What follows belongs to an exercise in optimizing a design on an open flow for small area and a short achievable clock period; a production flow would make more cautious choices. In this exercise RTL edits were held to simulation tests only and were not proved equivalent to the original. The clock port is modelled as an ideal driver; clocking choices that lean on that would not hold on a real chip. Power and IR drop assume default switching activity.

==> run a: inputs <==
Design audio_sample_fifo, start of the top module:
module audio_sample_fifo #(
  parameter int DEPTH   = 64,
  parameter int PREFILL = 32,
  localparam int AW     = $clog2(DEPTH)
) (
  input  logic          i_clk36,
  input  logic          i_rst36,
  input  logic          i_flush,
  input  logic          i_wr_valid,
  input  logic [47:0]   i_wr_data,
  output logic          o_wr_ready,
  input  logic          i_rdreq,
  output logic [47:0]   o_lraudio,
  output logic          o_wait,
  output logic [AW:0]   o_level,
  output logic          o_playing
  ,
  input  logic          i_stats_clr,
  output logic [15:0]   o_overflows,
  output logic [15:0]   o_underruns
);
  localparam int          MD       = DEPTH - 1;         
  localparam logic [AW:0] FULL_LVL = (AW+1)'(DEPTH);
  localparam logic [AW:0] PRE_LVL  = (AW+1)'(PREFILL);
  logic [47:0]   mem_q [MD];
  logic [47:0]   head_q;
  logic [AW-1:0] wp_q;
  logic [MD-1:0] rp_q;      
  logic [AW:0]   level_q;
  logic          play_q, wait_q;
  logic          empty_q, one_q, full_q;
  logic          ge2_q;      
  logic          rd_buf;     
  logic          wr_acc, rd_acc;
  logic [AW-1:0] wp_inc, wp_d;
  logic [MD-1:0] we_q;      
  logic [MD-1:0] rp_inc;
  logic [47:0]   rd_data;
  assign o_wr_ready = !full_q && !i_flush;
  assign wr_acc     = i_wr_valid && !full_q && !i_flush;
  assign rd_acc     = i_rdreq && !empty_q && !i_flush;
  assign rd_buf     = i_rdreq && ge2_q && !i_flush;
  assign wp_inc  = (wp_q == AW'(MD-1)) ? '0 : wp_q + AW'(1);
  assign rp_inc  = {rp_q[MD-2:0], rp_q[MD-1]};
  logic [47:0] rd_grp [7];
  for (genvar g = 0; g < 7; g++) begin : g_rd
    logic [9*48-1:0] ent;
    for (genvar j = 0; j < 9; j++) begin : g_ent
      assign ent[48*j +: 48] = mem_q[9*g+j];
    end
    audio_sample_fifo_sel9 u_sel (.i_ent(ent), .i_sel(rp_q[9*g +: 9]), .o_data(rd_grp[g]));
  end
  assign rd_data = (rd_grp[0] | rd_grp[1] | rd_grp[2] | rd_grp[3])
                 | (rd_grp[4] | rd_grp[5] | rd_grp[6]);
  logic [AW:0] level_d;
  logic        play_d;
  always_comb begin
    level_d = level_q;
    if (i_flush)                level_d = '0;
    else if (wr_acc && !rd_acc) level_d = level_q + (AW+1)'(1);
    else if (rd_acc && !wr_acc) level_d = level_q - (AW+1)'(1);
  end
  always_comb begin
    wp_d = wp_q;
    if (i_flush) wp_d = '0;
    else if (wr_acc && !empty_q && !(rd_acc && one_q)) wp_d = wp_inc;
  end
  ...
export LEC_CHECK = 0
export CAP_MARGIN = 10
export CORE_MARGIN = 2
export CORE_UTILIZATION = 80
export CTS_BUF_LIST = sky130_fd_sc_hd__clkbuf_16
export CTS_CLUSTER_DIAMETER = 80
export CTS_CLUSTER_SIZE = 26
export SETUP_SLACK_MARGIN = 3.45
export SLEW_MARGIN = 10
export SYNTH_HIERARCHICAL = 1
create_clock -name core_clock -period 6.0 [get_ports {i_clk36}]
standard.sh (not shown) runs the stock make flow with config.mk's settings and CLKGATE_MAP_FILE= SYNTH_SCRIPT=/design/flow/synth_recipe.tcl, a recipe that flattens the netlist after the stock synthesis.
==> flow/flow/run.sh <==
#!/bin/bash
# Standard ORFS layout, with three changes to how it is made:
#  - port buffers are plain buffers (buf_4) instead of the resizer's default pick
#    (a slow clkdlybuf4s50 delay cell on this platform);
#  - timing repair may swap a cell for one with another footprint;
#  - after clock tree synthesis, one more setup repair pass (flow/post_cts.tcl).
# Each tool's full output is in the ORFS logs folder (orfs/logs/); make's own
# output goes to flow_make.log here.
set -euo pipefail
bash standard.sh MATCH_CELL_FOOTPRINT=0 \
  "BUFFER_PORTS_ARGS=-buffer_cell sky130_fd_sc_hd__buf_4" \
  "POST_CTS_TCL=$(pwd)/flow/post_cts.tcl" finish > flow_make.log 2>&1
==> flow/flow/post_cts.tcl <==
# Sourced by ORFS's cts.tcl after its own timing repair (POST_CTS hook): one
# more setup repair pass with a tighter target, then legalize again.
estimate_parasitics -placement
repair_timing -setup -setup_margin 3.4 -repair_tns 100 -verbose
detailed_placement
check_placement -verbose
estimate_parasitics -placement
report_worst_slack -max
==> run b (differences from run a) <==
--- a/flow/design.v
+++ b/flow/design.v
@@ -25,37 +25,42 @@
   logic [47:0]   mem_q [MD];
   logic [47:0]   head_q;
   logic [AW-1:0] wp_q;
   logic [MD-1:0] rp_q;      
   logic [AW:0]   level_q;
   logic          play_q, wait_q;
   logic          empty_q, one_q, full_q;
-  logic          ge2_q;      
-  logic          rd_buf;     
   logic          wr_acc, rd_acc;
   logic [AW-1:0] wp_inc, wp_d;
   logic [MD-1:0] we_q;      
   logic [MD-1:0] rp_inc;
   logic [47:0]   rd_data;
   assign o_wr_ready = !full_q && !i_flush;
   assign wr_acc     = i_wr_valid && !full_q && !i_flush;
   assign rd_acc     = i_rdreq && !empty_q && !i_flush;
-  assign rd_buf     = i_rdreq && ge2_q && !i_flush;
   assign wp_inc  = (wp_q == AW'(MD-1)) ? '0 : wp_q + AW'(1);
   assign rp_inc  = {rp_q[MD-2:0], rp_q[MD-1]};
-  logic [47:0] rd_grp [7];
-  for (genvar g = 0; g < 7; g++) begin : g_rd
-    logic [9*48-1:0] ent;
-    for (genvar j = 0; j < 9; j++) begin : g_ent
-      assign ent[48*j +: 48] = mem_q[9*g+j];
+  logic [47:0] rd_grp [8];
+  for (genvar g = 0; g < 8; g++) begin : g_rd
+    localparam int N = (8*g + 8 <= MD) ? 8 : MD - 8*g;
+    logic [8*48-1:0] ent;
+    logic [7:0]  sel;
+    for (genvar j = 0; j < 8; j++) begin : g_ent
+      if (j < N) begin : g_used
+        assign ent[48*j +: 48] = mem_q[8*g+j];
+        assign sel[j] = rp_q[8*g+j];
+      end else begin : g_unused
+        assign ent[48*j +: 48] = '0;
+        assign sel[j] = 1'b0;
+      end
     end
-    audio_sample_fifo_sel9 u_sel (.i_ent(ent), .i_sel(rp_q[9*g +: 9]), .o_data(rd_grp[g]));
+    audio_sample_fifo_sel8 u_sel (.i_ent(ent), .i_sel(sel), .o_data(rd_grp[g]));
   end
-  assign rd_data = (rd_grp[0] | rd_grp[1] | rd_grp[2] | rd_grp[3])
-                 | (rd_grp[4] | rd_grp[5] | rd_grp[6]);
+  assign rd_data = ((rd_grp[0] | rd_grp[1]) | (rd_grp[2] | rd_grp[3]))
+                 | ((rd_grp[4] | rd_grp[5]) | (rd_grp[6] | rd_grp[7]));
   logic [AW:0] level_d;
   logic        play_d;
   always_comb begin
     level_d = level_q;
     if (i_flush)                level_d = '0;
     else if (wr_acc && !rd_acc) level_d = level_q + (AW+1)'(1);
     else if (rd_acc && !wr_acc) level_d = level_q - (AW+1)'(1);
@@ -83,37 +88,36 @@
   always_ff @(posedge i_clk36 or posedge i_rst36) begin
     if (i_rst36) begin
       rp_q    <= MD'(1);
       level_q <= '0;
       wp_q    <= '0;
       empty_q <= 1'b1;
       one_q   <= 1'b0;
-      ge2_q   <= 1'b0;
       full_q  <= 1'b0;
       play_q  <= 1'b0;
       wait_q  <= 1'b1;
       head_q  <= '0;
     end else begin
       level_q <= level_d;
       wp_q    <= wp_d;
       empty_q <= empty_d;
       one_q   <= one_d;
-      ge2_q   <= !empty_d && !one_d;
       full_q  <= full_d;
       play_q  <= play_d;
       wait_q  <= !play_d;
       if (i_flush) begin
         rp_q   <= MD'(1);
         head_q <= '0;
       end else begin
-        if (rd_buf) begin
-          head_q <= rd_data;
-          rp_q   <= rp_inc;
-        end else if (rd_acc) begin
-          head_q <= wr_acc ? i_wr_data : '0;
+        if (rd_acc) begin
+          if (one_q) head_q <= wr_acc ? i_wr_data : '0;
+          else begin
+            head_q <= rd_data;
+            rp_q   <= rp_inc;
+          end
         end else if (wr_acc && empty_q) begin
           head_q <= i_wr_data;
         end
       end
     end
   end
   always_ff @(posedge i_clk36) begin
@@ -143,28 +147,18 @@
       if (ovf_inc && (ovf_q != 16'hFFFF)) ovf_q <= ovf_q + 16'd1;
       if (und_inc && (und_q != 16'hFFFF)) und_q <= und_q + 16'd1;
     end
   end
   assign o_overflows = ovf_q;
   assign o_underruns = und_q;
 endmodule
-module audio_sample_fifo_sel9 (
-  input  logic [9*48-1:0] i_ent,
-  input  logic [8:0]      i_sel,
-  output logic [47:0]     o_data
+module audio_sample_fifo_sel8 (
+  input  logic [8*48-1:0] i_ent,
+  input  logic [7:0]  i_sel,
+  output logic [47:0] o_data
 );
-  logic [47:0] part_n [3];
-  for (genvar k = 0; k < 3; k++) begin : g_part
-    audio_sample_fifo_sel3n u_part (
-      .i_ent(i_ent[3*48*k +: 3*48]), .i_sel(i_sel[3*k +: 3]), .o_data_n(part_n[k]));
+  always_comb begin
+    o_data = '0;
+    for (int j = 0; j < 8; j++)
+      o_data = o_data | (i_ent[48*j +: 48] & {48{i_sel[j]}});
   end
-  assign o_data = ~(part_n[0] & part_n[1] & part_n[2]);
 endmodule
-module audio_sample_fifo_sel3n (
-  input  logic [3*48-1:0] i_ent,
-  input  logic [2:0]      i_sel,
-  output logic [47:0]     o_data_n
-);
-  assign o_data_n = ~((i_ent[0 +: 48] & {48{i_sel[0]}})
-                    | (i_ent[48 +: 48] & {48{i_sel[1]}})
-                    | (i_ent[96 +: 48] & {48{i_sel[2]}}));
-endmodule
==> flow/flow/run.sh (replaced) <==
#!/bin/bash
# Standard ORFS layout, with two changes to how ports are buffered and resized:
#  - port buffers are plain buffers (buf_4) instead of the resizer's default pick
#    (a slow clkdlybuf4s50 delay cell on this platform);
#  - timing repair may swap a cell for one with another footprint, so port
#    buffers and other cells can be resized freely.
# Each tool's full output is in the ORFS logs folder (orfs/logs/); make's own
# output goes to flow_make.log here.
set -euo pipefail
bash standard.sh MATCH_CELL_FOOTPRINT=0 \
  "BUFFER_PORTS_ARGS=-buffer_cell sky130_fd_sc_hd__buf_4" finish > flow_make.log 2>&1
==> flow/config.mk (replaced) <==
export PLATFORM = sky130hd
export DESIGN_NAME = audio_sample_fifo
export DESIGN_NICKNAME = audio_sample_fifo
export VERILOG_FILES = /design/flow/design.v
export SDC_FILE = /design/flow/constraint.sdc
export NUM_CORES = 4
export LEC_CHECK = 0
export CAP_MARGIN = 20
export CORE_MARGIN = 2
export CORE_UTILIZATION = 55
export CTS_BUF_LIST = sky130_fd_sc_hd__clkbuf_16
export CTS_CLUSTER_DIAMETER = 60
export CTS_CLUSTER_SIZE = 30
export SETUP_SLACK_MARGIN = 3.1
export SLEW_MARGIN = 20
export SYNTH_HIERARCHICAL = 1
removed: flow/flow/post_cts.tcl
==> run c (differences from run a) <==
==> flow/design.v (replaced) <==
module audio_sample_fifo #(
  parameter int DEPTH   = 64,
  parameter int PREFILL = 32,
  localparam int AW     = $clog2(DEPTH)
) (
  input  logic          i_clk36,
  input  logic          i_rst36,
  input  logic          i_flush,
  input  logic          i_wr_valid,
  input  logic [47:0]   i_wr_data,
  output logic          o_wr_ready,
  input  logic          i_rdreq,
  output logic [47:0]   o_lraudio,
  output logic          o_wait,
  output logic [AW:0]   o_level,
  output logic          o_playing
  ,
  input  logic          i_stats_clr,
  output logic [15:0]   o_overflows,
  output logic [15:0]   o_underruns
);
  localparam int          MD       = DEPTH - 1;         
  localparam logic [AW:0] FULL_LVL = (AW+1)'(DEPTH);
  localparam logic [AW:0] PRE_LVL  = (AW+1)'(PREFILL);
  logic [47:0]   mem_q [MD];
  logic [47:0]   head_q;
  logic [AW-1:0] wp_q;
  logic [MD-1:0] rp_q;      
  logic [AW:0]   level_q;
  logic          play_q, wait_q;
  logic          empty, one, full;
  logic          wr_acc, rd_acc;
  logic [AW-1:0] wp_inc;
  logic [MD-1:0] rp_inc;
  logic [47:0]   rd_data;
  assign empty = (level_q == '0);
  assign one   = (level_q == (AW+1)'(1));
  assign full  = level_q[AW];    
  assign o_wr_ready = !full && !i_flush;
  assign wr_acc     = i_wr_valid && !full && !i_flush;
  assign rd_acc     = i_rdreq && !empty && !i_flush;
  assign wp_inc  = (wp_q == AW'(MD-1)) ? '0 : wp_q + AW'(1);
  assign rp_inc  = {rp_q[MD-2:0], rp_q[MD-1]};
  always_comb begin
    rd_data = '0;
    for (int i = 0; i < MD; i++)
      rd_data = rd_data | (mem_q[i] & {48{rp_q[i]}});
  end
  logic [AW:0] level_d;
  logic        play_d;
  always_comb begin
    level_d = level_q;
    if (i_flush)                level_d = '0;
    else if (wr_acc && !rd_acc) level_d = level_q + (AW+1)'(1);
    else if (rd_acc && !wr_acc) level_d = level_q - (AW+1)'(1);
  end
  logic drain;    
  assign drain = rd_acc && !wr_acc && one;
  always_comb begin
    play_d = play_q;
    if (i_flush)      play_d = 1'b0;
    else if (!play_q) play_d = (level_d >= PRE_LVL);
    else if (drain)   play_d = 1'b0;
  end
  always_ff @(posedge i_clk36 or posedge i_rst36) begin
    if (i_rst36) begin
      wp_q    <= '0;
      rp_q    <= MD'(1);
      level_q <= '0;
      play_q  <= 1'b0;
      wait_q  <= 1'b1;
      head_q  <= '0;
    end else begin
      level_q <= level_d;
      play_q  <= play_d;
      wait_q  <= !play_d;
      if (i_flush) begin
        wp_q   <= '0;
        rp_q   <= MD'(1);
        head_q <= '0;
      end else begin
        if (wr_acc && !empty && !(rd_acc && one)) wp_q <= wp_inc;
        if (rd_acc) begin
          if (one) head_q <= wr_acc ? i_wr_data : '0;
          else begin
            head_q <= rd_data;
            rp_q   <= rp_inc;
          end
        end else if (wr_acc && empty) begin
          head_q <= i_wr_data;
        end
      end
    end
  end
  always_ff @(posedge i_clk36) begin
    if (!full) mem_q[wp_q] <= i_wr_data;
  end
  assign o_lraudio = head_q;
  assign o_wait    = wait_q;
  assign o_playing = play_q;
  assign o_level   = level_q;
  logic [15:0] ovf_q, und_q;
  logic        ovf_inc, und_inc;
  assign ovf_inc = i_wr_valid && full && !i_flush;
  assign und_inc = (play_q && drain) || (i_rdreq && empty);
  always_ff @(posedge i_clk36 or posedge i_rst36) begin
    if (i_rst36) begin
      ovf_q <= '0;
      und_q <= '0;
    end else if (i_stats_clr) begin
      ovf_q <= '0;
      und_q <= '0;
    end else begin
      if (ovf_inc && (ovf_q != 16'hFFFF)) ovf_q <= ovf_q + 16'd1;
      if (und_inc && (und_q != 16'hFFFF)) und_q <= und_q + 16'd1;
    end
  end
  assign o_overflows = ovf_q;
  assign o_underruns = und_q;
endmodule
==> flow/run.sh (new file) <==
#!/bin/bash
# synth_recipe.tcl (not shown) runs the flow's synth.tcl, then flattens the netlist and writes it again
# the make line also repeats each setting of config.mk as NAME=value (left out here)
make -C /OpenROAD-flow-scripts/flow DESIGN_CONFIG=/design/flow/config.mk WORK_HOME=/design/flow/orfs CLKGATE_MAP_FILE= SYNTH_SCRIPT=/design/flow/synth_recipe.tcl finish
==> flow/config.mk (replaced) <==
export PLATFORM = sky130hd
export DESIGN_NAME = audio_sample_fifo
export DESIGN_NICKNAME = audio_sample_fifo
export VERILOG_FILES = /design/flow/design.v
export SDC_FILE = /design/flow/constraint.sdc
export NUM_CORES = 4
export LEC_CHECK = 0
export CAP_MARGIN = 20
export CORE_MARGIN = 2
export CORE_UTILIZATION = 55
export CTS_BUF_LIST = sky130_fd_sc_hd__clkbuf_16
export CTS_CLUSTER_DIAMETER = 60
export CTS_CLUSTER_SIZE = 30
export SETUP_SLACK_MARGIN = 3.0
export SLEW_MARGIN = 20
removed: flow/flow/run.sh
removed: flow/flow/post_cts.tcl
removed: flow/standard.sh
==> run d (differences from run a) <==
==> flow/flow/post_cts.tcl (replaced) <==
# Sourced by ORFS's cts.tcl after its own timing repair (POST_CTS hook): one
# more setup repair pass with a tighter target, then legalize again.
estimate_parasitics -placement
repair_timing -setup -setup_margin 3.35 -repair_tns 100 -verbose
detailed_placement
check_placement -verbose
estimate_parasitics -placement
report_worst_slack -max
--- a/flow/config.mk
+++ b/flow/config.mk
@@ -7,10 +7,10 @@
 export LEC_CHECK = 0
 export CAP_MARGIN = 10
 export CORE_MARGIN = 2
 export CORE_UTILIZATION = 80
 export CTS_BUF_LIST = sky130_fd_sc_hd__clkbuf_16
 export CTS_CLUSTER_DIAMETER = 80
 export CTS_CLUSTER_SIZE = 26
-export SETUP_SLACK_MARGIN = 3.45
+export SETUP_SLACK_MARGIN = 3.4
 export SLEW_MARGIN = 10
 export SYNTH_HIERARCHICAL = 1
==> qor summary <==
Result of the run: run a no timing/DRC/antenna violations; run b no timing/DRC/antenna violations; run c no timing/DRC/antenna violations; run d no timing/DRC/antenna violations
Layout Skew: run a 0.05743 ns; run b 0.03145 ns; run c 0.04707 ns; run d 0.02651 ns
Num CTS Buffers: run a -; run b 176; run c 178; run d -
Termination of the worst setup path: run a head_q[25]$_DFFE_PP0P_; run b o_wr_ready; run c head_q[11]$_DFFE_PP0P_; run d head_q[3]$_DFFE_PP0P_
Nets: run a 6071; run b 6600; run c 6589; run d 5939
Routed wire length: run a 358800 um; run b 345100 um; run c 491800 um; run d 326000 um
DP Cell Count: run a 7486; run b 9177; run c 9020; run d 7472
Relative slew slack: run a 19.75%; run b 17.40%; run c 15.85%; run d 25.49%
Type of origin of the critical path: run a flip-flop; run b primary input; run c primary input; run d flip-flop
Buffers & Inverters on Critical Path: run a 2; run b 3; run c 1; run d 1
Antenna fix cells: run a 9; run b 2; run c 33; run d 0
Maximum buffer depth of the clock tree: run a -; run b 3; run c 3; run d -
Highest layer used for signal routing: run a met5; run b met5; run c met5; run d met4
Seq cells post-synth: run a 3249; run b 3248; run c 3182; run d 3249
Slowest cell delay on critical path: run a 0.70 ns; run b 0.23 ns; run c 1.03 ns; run d 0.63 ns
Chip height: run a 382.3 um; run b 465.6 um; run c 461.4 um; run d 382.3 um
Fraction of area in registers: run a 76.42%; run b 75.30%; run c 73.41%; run d 77.55%
Post_cts resized: run a -; run b 53; run c 147; run d -
Cells after Synth: run a 5674; run b 6387; run c 6216; run d 5674
DR vias/cell: run a 8.758; run b 6.951; run c 8.068; run d 8.483
Floorplan row count: run a 138; run b 169; run c 167; run d 138
Number of tap instances: run a 1890; run b 2821; run c 2788; run d 1890
Xor and xnor area share after synthesis: run a 0.2066%; run b 0.2466%; run c 0.1598%; run d 0.2066%
Fraction of power consumed by sequential logic: run a 66.3%; run b 61.7%; run c 56.9%; run d 66.9%
Arrival @ worst endpoint: run a 3.87 ns; run b 1.85 ns; run c 4.06 ns; run d 3.49 ns
Internal power consumption: run a 0.02997 W; run b 0.03144 W; run c 0.03246 W; run d 0.02985 W
Filler instances: run a 5039; run b 15410; run c 14570; run d 5429

## afterwards: timing with drivers on the ports
How much do the figures lean on ideal ports? The routed layouts below were timed once more, with nothing changed but the port constraints. Step 1 (the two cells are an assumption about what drives the block):
set clk [get_ports {i_clk36}]
set_driving_cell -lib_cell sky130_fd_sc_hd__clkbuf_16 $clk
set_driving_cell -lib_cell sky130_fd_sc_hd__buf_2 [delete_from_list [all_inputs] $clk]
Step 2 also shifts input and output timing later by t, the mid clock arrival at the registers, as if the neighbouring blocks saw the same clock. Three values: ideal ports, drivers, drivers and shift; two values: the first two.
run | shift t [ns] | setup slack, ns | clock arrival spread, ns | pins driven straight from the clock port
run a | 0.944 | 2.860 / 2.860 / 2.460 | 0.060 / 0.060 | 1
run b | 0.966 | 2.949 / 2.854 / 2.254 | 0.047 / 0.047 | 1
run c | 0.983 | 2.672 / 2.732 / 1.748 | 0.059 / 0.059 | 1
run d | 0.914 | 3.163 / 3.163 / 2.309 | 0.035 / 0.034 | 1
After both steps every run listed still meets setup and hold. For run c, which loses most, drivers alone change the setup slack by +0.060 ns; drivers and shift together by -0.924 ns.
